What follows belongs to an exercise in optimizing a design on an open flow for small area, a short achievable clock period and few clock cycles per item; a production flow would make more cautious choices.
Function was checked by simulation only, so behaviour that the tests miss may differ from the original.
Power is estimated from default activity; no workload was simulated.

## alu_exec_ctrl
module alu_exec_ctrl #(
  parameter int MUL_LAT = 3
) (
  input  logic        clk,
  input  logic        rst_n,
  input  logic        instr_valid,
  output logic        instr_ready,
  input  logic [31:0] instr,
  output logic        busy,
  output logic        done,
  output logic        illegal,
  output logic [4:0]  wb_addr,
  output logic [15:0] wb_data,
  output logic [15:0] sgpr_out,
  input  logic [4:0]  dbg_addr,
  output logic [15:0] dbg_data
);
Size: roughly 700 flip-flops, about 97 I/O pins.
export LEC_CHECK = 0
export CAP_MARGIN = 20
export CORE_MARGIN = 2
export CORE_UTILIZATION = 60
export PLACE_DENSITY = 0.75
export SETUP_SLACK_MARGIN = 3.5
export SLEW_MARGIN = 20
export TNS_END_PERCENT = 5
create_clock -name core_clock -period 10.0 [get_ports {clk}]
standard.sh (not shown) runs the stock make flow with config.mk's settings and CLKGATE_MAP_FILE= SYNTH_SCRIPT=/design/flow/synth_recipe.tcl, a recipe that flattens the netlist after the stock synthesis.
==> flow/flow/run.sh <==
#!/bin/bash
set -o pipefail
cp standard.sh standard_sh_copy.log
export CTS_ARGS="-sink_clustering_enable -repair_clock_nets -dont_use_dummy_load"
bash standard.sh > standard_flow.log 2>&1
Testbench counts at the start, summed over its fixed seeds: cycles 32,137, instrs 32,000.
Then changed:
==> flow/flow/run.sh (replaced) <==
#!/bin/bash
# The standard layout (standard.sh: standard synthesis through finish), with clock tree
# synthesis using clkbuf_4 buffers and no dummy loads, and the port buffers made from buf_1.
# All tool output goes to standard_flow.log here; ORFS's per-step logs stay under orfs/logs/.
set -o pipefail
export CTS_ARGS="-sink_clustering_enable -repair_clock_nets -dont_use_dummy_load -buf_list sky130_fd_sc_hd__clkbuf_4"
export BUFFER_PORTS_ARGS="-buffer_cell sky130_fd_sc_hd__buf_1"
bash standard.sh > standard_flow.log 2>&1
--- a/flow/config.mk
+++ b/flow/config.mk
@@ -11,3 +11,3 @@
 export PLACE_DENSITY = 0.75
-export SETUP_SLACK_MARGIN = 3.5
+export SETUP_SLACK_MARGIN = 4
 export SLEW_MARGIN = 20
=> The new run passed the timing, design-rule and antenna checks; total power came out lower by 7.4%; clock power went down by 21%; clock skew falls by 0.0055 ns; non-clock buffer count rose by 18; worst setup slack is better by 0.37 ns; global-route usage stays flat; clock-buffer cell count came out higher by 102.
Then changed:
--- a/flow/config.mk
+++ b/flow/config.mk
@@ -11,3 +11,3 @@
 export PLACE_DENSITY = 0.75
-export SETUP_SLACK_MARGIN = 4
+export SETUP_SLACK_MARGIN = 4.3
 export SLEW_MARGIN = 20
The new run produced a clean layout.
Die area stays the same.
Via count is unchanged.
Wire length stays the same.
Sequential share of layout area does not change.

---

## the previous run
alu_exec_ctrl, a different RTL version from the one above (not shown whole).
For scale: ~3200 cells after synthesis, ~700 flip-flops, ~38000 sq um of cells after synthesis.
==> flow/config.mk <==
export PLATFORM = sky130hd
export DESIGN_NAME = alu_exec_ctrl
export DESIGN_NICKNAME = alu_exec_ctrl
export VERILOG_FILES = /design/flow/design.v
export SDC_FILE = /design/flow/constraint.sdc
export NUM_CORES = 4
export LEC_CHECK = 0
export CAP_MARGIN = 20
export CORE_MARGIN = 2
export CORE_UTILIZATION = 60
export PLACE_DENSITY = 0.75
export SETUP_SLACK_MARGIN = 5
export SLEW_MARGIN = 20
==> flow/constraint.sdc <==
create_clock -name core_clock -period 10.0 [get_ports {clk}]
set_input_delay 2.0000 -clock core_clock [delete_from_list [all_inputs] [get_ports {clk}]]
set_output_delay 2.0000 -clock core_clock [all_outputs]
set_load 0.01 [all_outputs]
run.sh (not shown) runs the stock make flow with config.mk's settings and CLKGATE_MAP_FILE= SYNTH_SCRIPT=/design/flow/synth_recipe.tcl, a recipe that flattens the netlist after the stock synthesis.
Stock flow here: none of the scripts above is used.
Every stage of the flow completed for the previous run, and the final layout passed the timing, design-rule and antenna checks.
Testbench counts of the previous run, summed over its fixed seeds: cycles 32,137, instrs 32,000.
The inputs of the current run differ from those of the previous run as listed below.
Settings: SETUP_SLACK_MARGIN now 4, was 5; TNS_END_PERCENT now 5, previously not set.
==> flow/flow/run.sh (new file) <==
#!/bin/bash
set -o pipefail
cp standard.sh standard_sh_copy.log
export CTS_ARGS="-sink_clustering_enable -repair_clock_nets -dont_use_dummy_load"
bash standard.sh > standard_flow.log 2>&1
==> flow/standard.sh (new file) <==
#!/bin/bash
# synth_recipe.tcl (not shown) runs the flow's synth.tcl, then flattens the netlist and writes it again
# the make line also repeats each setting of config.mk as NAME=value (left out here)
make -C /OpenROAD-flow-scripts/flow DESIGN_CONFIG=/design/flow/config.mk WORK_HOME=/design/flow/orfs CLKGATE_MAP_FILE= SYNTH_SCRIPT=/design/flow/synth_recipe.tcl "${@:-finish}"
removed: flow/run.sh
The current run vs. the previous run: power density normalized to cell area now sits lower; final worst-path cycle share now sits higher; clock-buffer cell count now sits lower. Final critical path time including I/O delays and setup: the current run higher than the previous run.

---

== run 1 ==
alu_exec_ctrl with an RTL version that a note above also has.
For scale: about 3,200 cells after synthesis, roughly 700 flip-flops, ~97 I/O pins.
Settings: LEC_CHECK=0, CAP_MARGIN=20, CORE_MARGIN=2, CORE_UTILIZATION=60, PLACE_DENSITY=0.85, SETUP_SLACK_MARGIN=4, SLEW_MARGIN=20, TNS_END_PERCENT=5; clock period 10.0 ns.
standard.sh (not shown) runs the stock make flow with config.mk's settings and CLKGATE_MAP_FILE= SYNTH_SCRIPT=/design/flow/synth_recipe.tcl, a recipe that flattens the netlist after the stock synthesis.
==> flow/flow/run.sh <==
#!/bin/bash
# The standard layout (standard.sh: standard synthesis through finish), with clock tree
# synthesis using clkbuf_4 buffers and no dummy loads, and the port buffers made from buf_1.
# All tool output goes to standard_flow.log here; ORFS's per-step logs stay under orfs/logs/.
set -o pipefail
export CTS_ARGS="-sink_clustering_enable -repair_clock_nets -dont_use_dummy_load -buf_list sky130_fd_sc_hd__clkbuf_4"
export BUFFER_PORTS_ARGS="-buffer_cell sky130_fd_sc_hd__buf_1"
bash standard.sh > standard_flow.log 2>&1
Testbench counts of run 1, summed over its fixed seeds: cycles 32,137, instrs 32,000.
diff inputs: run 1 => run 2
# run 1
export LEC_CHECK = 0
export CAP_MARGIN = 20
export CORE_MARGIN = 2
export CORE_UTILIZATION = 60
export PLACE_DENSITY = 0.85
export SETUP_SLACK_MARGIN = 4
export SLEW_MARGIN = 20
export TNS_END_PERCENT = 5
create_clock -name core_clock -period 10.0 [get_ports {clk}]
# run 2
export LEC_CHECK = 0
export CAP_MARGIN = 5
export CORE_MARGIN = 2
export CORE_UTILIZATION = 60
export PLACE_DENSITY = 0.75
export SETUP_SLACK_MARGIN = 4
export SLEW_MARGIN = 5
export TNS_END_PERCENT = 5
create_clock -name core_clock -period 10.0 [get_ports {clk}]
### Flow results
When run 2 is measured against run 1, its minimum clock period after layout turns out 0.012 ns lower.
Total wirelength of the detailed-routed design: run 1 vs run 2 — no meaningful difference
Sum of routed wire segments on met1 of run 2 exceeds that of run 1 slightly.
Insertion delay of the later-clocked pin in the worst-skew pair essentially unchanged between run 2 and run 1.
To summarise run 2: no stage aborted, but the layout did not pass its checks, failing on capacitance limit, slew limit.
Power | run 2 below run 1
Diff run 1 -> run 2 | first-iteration DRC count | decrease of 728
Compared with run 1, run 2 shows a higher worst path setup slack after routing.
[compare] base=run 1 new=run 2: share of final-layout standard cells stronger than drive strength 1 higher; proportion of power drawn by the clock network lower.
The following lists how run 3 was set up differently from run 2:
==> flow/flow/run.sh <==
#!/bin/bash
set -o pipefail
cp standard.sh standard_sh_copy.log
export CTS_ARGS="-sink_clustering_enable -repair_clock_nets -dont_use_dummy_load"
bash standard.sh > standard_flow.log 2>&1
Findings:
Run 3 ended with every stage complete and zero timing, DRC or antenna violations.
Setup slack: run 3 less than run 2
From run 2 to run 3 the numbers moved as follows: fraction of power consumed by sequential logic went down, non-clock buffer contribution to total cell area picked up an extra 2.1 points.
Run 2 vs run 3, first element of the critical path: dbg_addr[4] vs dbg_addr[3]
Run 2 → run 3: ratio of total power to cell area saw an increase; share of async-settable or async-resettable flops after synthesis saw little to no change.

---

Setup of quartz:
Starting RTL as in the previous note.
Settings: LEC_CHECK=0, CAP_MARGIN=20, CORE_MARGIN=2, CORE_UTILIZATION=60, PLACE_DENSITY=0.75, SETUP_SLACK_MARGIN=4, SLEW_MARGIN=20, TNS_END_PERCENT=5; clock period 10.0 ns.
==> flow/flow/run.sh <==
#!/bin/bash
set -o pipefail
cp standard.sh standard_sh_copy.log
export CTS_ARGS="-sink_clustering_enable -repair_clock_nets -dont_use_dummy_load -buf_list sky130_fd_sc_hd__clkbuf_4"
bash standard.sh > standard_flow.log 2>&1
Testbench counts of quartz, summed over its fixed seeds: cycles 32,137, instrs 32,000.
Setup changes, quartz to violet
==> flow/flow/run.sh <==
#!/bin/bash
set -o pipefail
cp standard.sh standard_sh_copy.log
export CTS_ARGS="-sink_clustering_enable -repair_clock_nets -dont_use_dummy_load"
bash standard.sh > standard_flow.log 2>&1
Results
- Fmax for violet is lower than for quartz.
- Routed wire in violet totals less than in quartz.
- Looking at wire length of the first global-routing pass across quartz and violet, the one that comes out higher is quartz.
- Per the comparison of violet with quartz, overall via count from detail_route has decreased; cell area has increased; area fraction of clock buffers and clock inverters has increased; count of plain and timing-repair buffers in the layout has decreased.
- In violet the worst setup margin turned out 0.058 ns lower than in quartz.

---

alu_exec_ctrl again, from the RTL that the note above started with.
clock: 10.0 ns
lec_check: 0
cap_margin: 20
core_margin: 2
core_utilization: 60
place_density: 0.75
setup_slack_margin: 4
slew_margin: 20
tns_end_percent: 5
==> flow/flow/run.sh <==
#!/bin/bash
set -o pipefail
export CTS_ARGS="-sink_clustering_enable -repair_clock_nets -dont_use_dummy_load"
export BUFFER_PORTS_ARGS="-buffer_cell sky130_fd_sc_hd__buf_1"
bash standard.sh > standard_flow.log 2>&1
The starting point ran to the end with no violations.
Testbench counts at the start, summed over its fixed seeds: cycles 32,137, instrs 32,000.
Edit:
==> flow/flow/run.sh (replaced) <==
#!/bin/bash
# The standard layout (standard.sh: standard synthesis through finish), with clock tree
# synthesis using clkbuf_4 buffers and no dummy loads. All tool output goes to
# standard_flow.log here; ORFS's per-step logs stay under orfs/logs/.
set -o pipefail
export CTS_ARGS="-sink_clustering_enable -repair_clock_nets -dont_use_dummy_load -buf_list sky130_fd_sc_hd__clkbuf_4"
bash standard.sh > standard_flow.log 2>&1
Settings changed: CAP_MARGIN 20 to 5, SLEW_MARGIN 20 to 5.
=>
- The new run produced a clean layout
- cell area increases by a few percent
- setup slack loses 29 ps
- clock power fell by about a fifth
- count of clock-buffer cells in the layout rose by 101
- worst hold slack gets worse by 16 ps
- combinational power goes up by a few percent

---

lagoon:
RTL: one of the versions met above, not the one the previous note started from.
Size: about 3200 cells after synthesis, about 700 flip-flops, ~97 I/O pins, ~38000 um^2 of cells after synthesis.
clock: 10.0 ns
lec_check: 0
cap_margin: 20
core_margin: 2
core_utilization: 60
place_density: 0.75
setup_slack_margin: 4
slew_margin: 20
run.sh (not shown) runs the stock make flow with config.mk's settings and CLKGATE_MAP_FILE= SYNTH_SCRIPT=/design/flow/synth_recipe.tcl, a recipe that flattens the netlist after the stock synthesis.
Stock flow here: none of the scripts above is used.
Testbench counts of lagoon, summed over its fixed seeds: cycles 32,137, instrs 32,000.
--- input diff lagoon..amber ---
- TNS_END_PERCENT now 5, previously not set
Results
Worst-skew pair later-pin latency: lagoon vs amber, no meaningful difference. Changes observed in amber relative to lagoon: count of TritonRoute iterations in the first routing pass moved up; post-cts gate resize count moved down. Taking lagoon as the reference, in amber global-route usage fell 0.47 points; net count of the finished layout fell 32; design area fell 1.3%; post-synthesis to final-layout area growth fell 1.5 points. On total chip power, amber tracks lagoon almost exactly. Of amber and lagoon, it is amber that has the higher multi-input gate share of the layout cell area. Shortest period the worst path allows: amber > lagoon.
Modified inputs, harbor compared to amber
- CTS_BUF_LIST: unset -> sky130_fd_sc_hd__clkbuf_8
- TNS_END_PERCENT: 5 -> unset
- CTS_CLUSTER_SIZE: unset -> 20
Findings:
On wire length of the first global-routing pass, harbor does worse than amber. Compared amber against harbor; hold slack within noise. NOTE: clock skew in harbor falls short of that of amber. harbor against amber: final core utilization increased 0.36 points; design area increased about 0.5%.

re-timing with driven ports:
No port has a modelled driver above. Below, the same layouts with a new extraction and two added sets of constraints.
Step 1 sets driving cells, clkbuf_16 on the clock port and buf_2 on the other inputs (assumed; they add their load-dependent delay and slew).
Step 2 times the ports against the registers' clock, not the clock port: input delays grow and output delays shrink by t, the midpoint of the rising clock arrivals with the driver on.
Three values: ideal ports, drivers, drivers and shift; two values: the first two.
run	shift t [ns]	slack for setup (ns)	hold WS [ns]	worst setup path after step 2	pins driven straight from the clock port
the first run of note 1	0.690	3.405 / 3.365 / 3.365	0.328 / 0.328 / 0.328	input to output	1
the second run of note 1	1.095	3.772 / 3.720 / 3.720	0.337 / 0.337 / 0.337	input to output	1
the third run of note 1	1.095	3.772 / 3.720 / 3.720	0.337 / 0.337 / 0.337	input to output	1
the previous run	0.708	3.832 / 3.774 / 3.774	0.344 / 0.344 / 0.344	input to output	1
the current run	0.701	3.756 / 3.711 / 3.711	0.346 / 0.346 / 0.346	input to output	1
run 1	1.079	3.775 / 3.716 / 3.716	0.348 / 0.348 / 0.348	input to output	1
run 2	1.051	3.787 / 3.734 / 3.734	0.333 / 0.333 / 0.333	input to output	1
run 3	0.685	3.704 / 3.647 / 3.647	0.336 / 0.336 / 0.336	input to output	1
quartz	1.105	3.774 / 3.722 / 3.722	0.335 / 0.335 / 0.335	input to output	1
violet	0.693	3.716 / 3.665 / 3.665	0.330 / 0.330 / 0.330	input to output	1
the first run of note 5	0.669	3.760 / 3.722 / 3.722	0.343 / 0.343 / 0.343	input to output	1
the second run of note 5	1.044	3.731 / 3.688 / 3.688	0.327 / 0.327 / 0.327	input to output	1
lagoon	0.724	3.849 / 3.794 / 3.794	0.347 / 0.347 / 0.347	input to output	1
amber	0.726	3.816 / 3.774 / 3.774	0.350 / 0.350 / 0.350	input to output	1
harbor	0.822	3.795 / 3.739 / 3.739	0.348 / 0.348 / 0.348	input to output	1
The setup slack of run 1, which loses most, moves by -0.059 ns with the drivers and by -0.059 ns with both steps.
